Background: an optimization exercise with open tools, aiming at a short achievable clock period and few clock cycles per item. Do not read the settings as production practice. Function was checked by simulation only, so behaviour that the tests miss may differ from the original.

==> inputs of branch garnet <==
==> flow/design.v (excerpt) <==
module twr_distance_with_majority_vote #(
	parameter int HISTORY_DEPTH = 10
) (
	input  wire          clk,
	input  wire          arst_n,
	input  wire          in_valid,
	output logic         in_stall,
	input  wire          kind,
	input  wire  [31:0]  poll_tx_time,
	input  wire  [31:0]  reply_rx_time,
	input  wire  [31:0]  final_tx_time,
	input  wire  [39:0]  poll_rx_time,
	input  wire  [39:0]  reply_tx_time,
	input  wire  [39:0]  final_rx_time,
	output logic         out_valid,
	input  wire          out_stall,
	output logic [19:0]  new_distance_mm,
	output logic [19:0]  voted_distance_mm,
	output logic         divide_fault,
	input  wire          cfg_valid,
	output logic         cfg_ready,
	input  wire  [1:0]   cfg_index,
	input  wire  [23:0]  cfg_data
);
make LEC_CHECK=0 CAP_MARGIN=20 CORE_MARGIN=2 CORE_UTILIZATION=32 PLACE_DENSITY=0.48 SETUP_SLACK_MARGIN=4.5 SLEW_MARGIN=20 TNS_END_PERCENT=5 finish   # period 8.0 ns
run.sh (not shown) runs the stock make flow with config.mk's settings and CLKGATE_MAP_FILE= SYNTH_SCRIPT=/design/flow/synth_recipe.tcl, a recipe that flattens the netlist after the stock synthesis.
==> branch xenon (differences from branch garnet) <==
--- a/flow/design.v
+++ b/flow/design.v
@@ -1531,56 +1531,50 @@
 	logic [19:0] h4;
 	logic [19:0] h5;
 	logic [19:0] h6;
 	logic [19:0] h7;
 	logic [19:0] h8;
 	logic [19:0] h9;
+	logic [9:0] hv;
 	always_ff @(posedge clk or negedge arst_n) begin
-		if (!arst_n) begin
-			h0 <= 20'd0;
-			h1 <= 20'd0;
-			h2 <= 20'd0;
-			h3 <= 20'd0;
-			h4 <= 20'd0;
-			h5 <= 20'd0;
-			h6 <= 20'd0;
-			h7 <= 20'd0;
-			h8 <= 20'd0;
-			h9 <= 20'd0;
-		end else if (f_v) begin
-			h0 <= f_k ? 20'd0 : f_dist;
-			h1 <= f_k ? 20'd0 : h0;
-			h2 <= f_k ? 20'd0 : h1;
-			h3 <= f_k ? 20'd0 : h2;
-			h4 <= f_k ? 20'd0 : h3;
-			h5 <= f_k ? 20'd0 : h4;
-			h6 <= f_k ? 20'd0 : h5;
-			h7 <= f_k ? 20'd0 : h6;
-			h8 <= f_k ? 20'd0 : h7;
-			h9 <= f_k ? 20'd0 : h8;
+		if (!arst_n) hv <= 10'd0;
+		else if (f_v) hv <= f_k ? 10'd0 : {hv[8:0], 1'b1};
+	end
+	always_ff @(posedge clk) begin
+		if (f_v) begin
+			h0 <= f_dist;
+			h1 <= h0;
+			h2 <= h1;
+			h3 <= h2;
+			h4 <= h3;
+			h5 <= h4;
+			h6 <= h5;
+			h7 <= h6;
+			h8 <= h7;
+			h9 <= h8;
 		end
 	end
 	logic s_v;
 	always_ff @(posedge clk or negedge arst_n) begin
 		if (!arst_n) s_v <= 1'b0;
 		else s_v <= f_v;
 	end
 	logic [0:0] s_f;
 	always_ff @(posedge clk) begin
 		s_f <= f_dz & ~f_k;
 	end
-	wire [19:0] va0 = h0;
-	wire [19:0] va1 = h9;
-	wire [19:0] va2 = h8;
-	wire [19:0] va3 = h7;
-	wire [19:0] va4 = h6;
-	wire [19:0] va5 = h5;
-	wire [19:0] va6 = h4;
-	wire [19:0] va7 = h3;
-	wire [19:0] va8 = h2;
-	wire [19:0] va9 = h1;
+	wire [19:0] va0 = ({20{hv[0]}} & h0);
+	wire [19:0] va1 = ({20{hv[9]}} & h9);
+	wire [19:0] va2 = ({20{hv[8]}} & h8);
+	wire [19:0] va3 = ({20{hv[7]}} & h7);
+	wire [19:0] va4 = ({20{hv[6]}} & h6);
+	wire [19:0] va5 = ({20{hv[5]}} & h5);
+	wire [19:0] va6 = ({20{hv[4]}} & h4);
+	wire [19:0] va7 = ({20{hv[3]}} & h3);
+	wire [19:0] va8 = ({20{hv[2]}} & h2);
+	wire [19:0] va9 = ({20{hv[1]}} & h1);
 	wire [22:0] ntol = ~{7'd0, tol};
 	wire [22:0] hp0_1_s = {3'd0, va0} ^ ~{3'd0, va1} ^ ntol;
 	wire [22:0] hp0_1_m = ({3'd0, va0} & ~{3'd0, va1}) | ({3'd0, va0} & ntol) | (~{3'd0, va1} & ntol);
 	wire [22:0] hp0_1_x = hp0_1_s + {hp0_1_m[21:0], 1'b1};
 	wire [22:0] hq0_1_s = {3'd0, va1} ^ ~{3'd0, va0} ^ ntol;
 	wire [22:0] hq0_1_m = ({3'd0, va1} & ~{3'd0, va0}) | ({3'd0, va1} & ntol) | (~{3'd0, va0} & ntol);
CORE_UTILIZATION = 28   (was 32)
PLACE_DENSITY = 0.42   (was 0.48)
SETUP_SLACK_MARGIN = 3.5   (was 4.5)
TNS_END_PERCENT = not set   (was 5)
==> notes <==
- In branch xenon the sequential share of layout area is higher than in branch garnet, by 0.38 points.
- Between branch garnet and branch xenon, the lower global-route usage is in branch xenon (gap 0.90 points).
Testbench counts of branch garnet, summed over its fixed seeds: cycles 2,280, items 1,920.
Testbench counts of branch xenon, summed over its fixed seeds: cycles 2,280, items 1,920.

-- port drivers added, routing unchanged --
The results above use ideal ports. As a check the final layouts listed here were re-extracted and re-timed, cells and wires unchanged. Step 1: set_driving_cell puts a clkbuf_16 on clk and a buf_2 on each other input, an assumption about the parent block. Step 2 times the ports against the registers' clock, not the clock port: input delays grow and output delays shrink by t, the midpoint of the rising clock arrivals with the driver on. Three values: ideal ports, drivers, drivers and shift; two values: the first two.
run	shift t [ns]	slack for setup (ns)	hold slack, ns	clock arrival spread, ns
branch garnet	1.423	3.588 / 3.588 / 2.345	0.268 / 0.153 / 0.268	0.146 / 0.146
branch xenon	1.488	3.376 / 3.376 / 2.302	0.183 / 0.063 / 0.183	0.202 / 0.201
After both steps setup and hold are still met in every run listed. For branch garnet, which loses most, drivers alone change the setup slack by 0.000 ns; drivers and shift together by -1.243 ns.
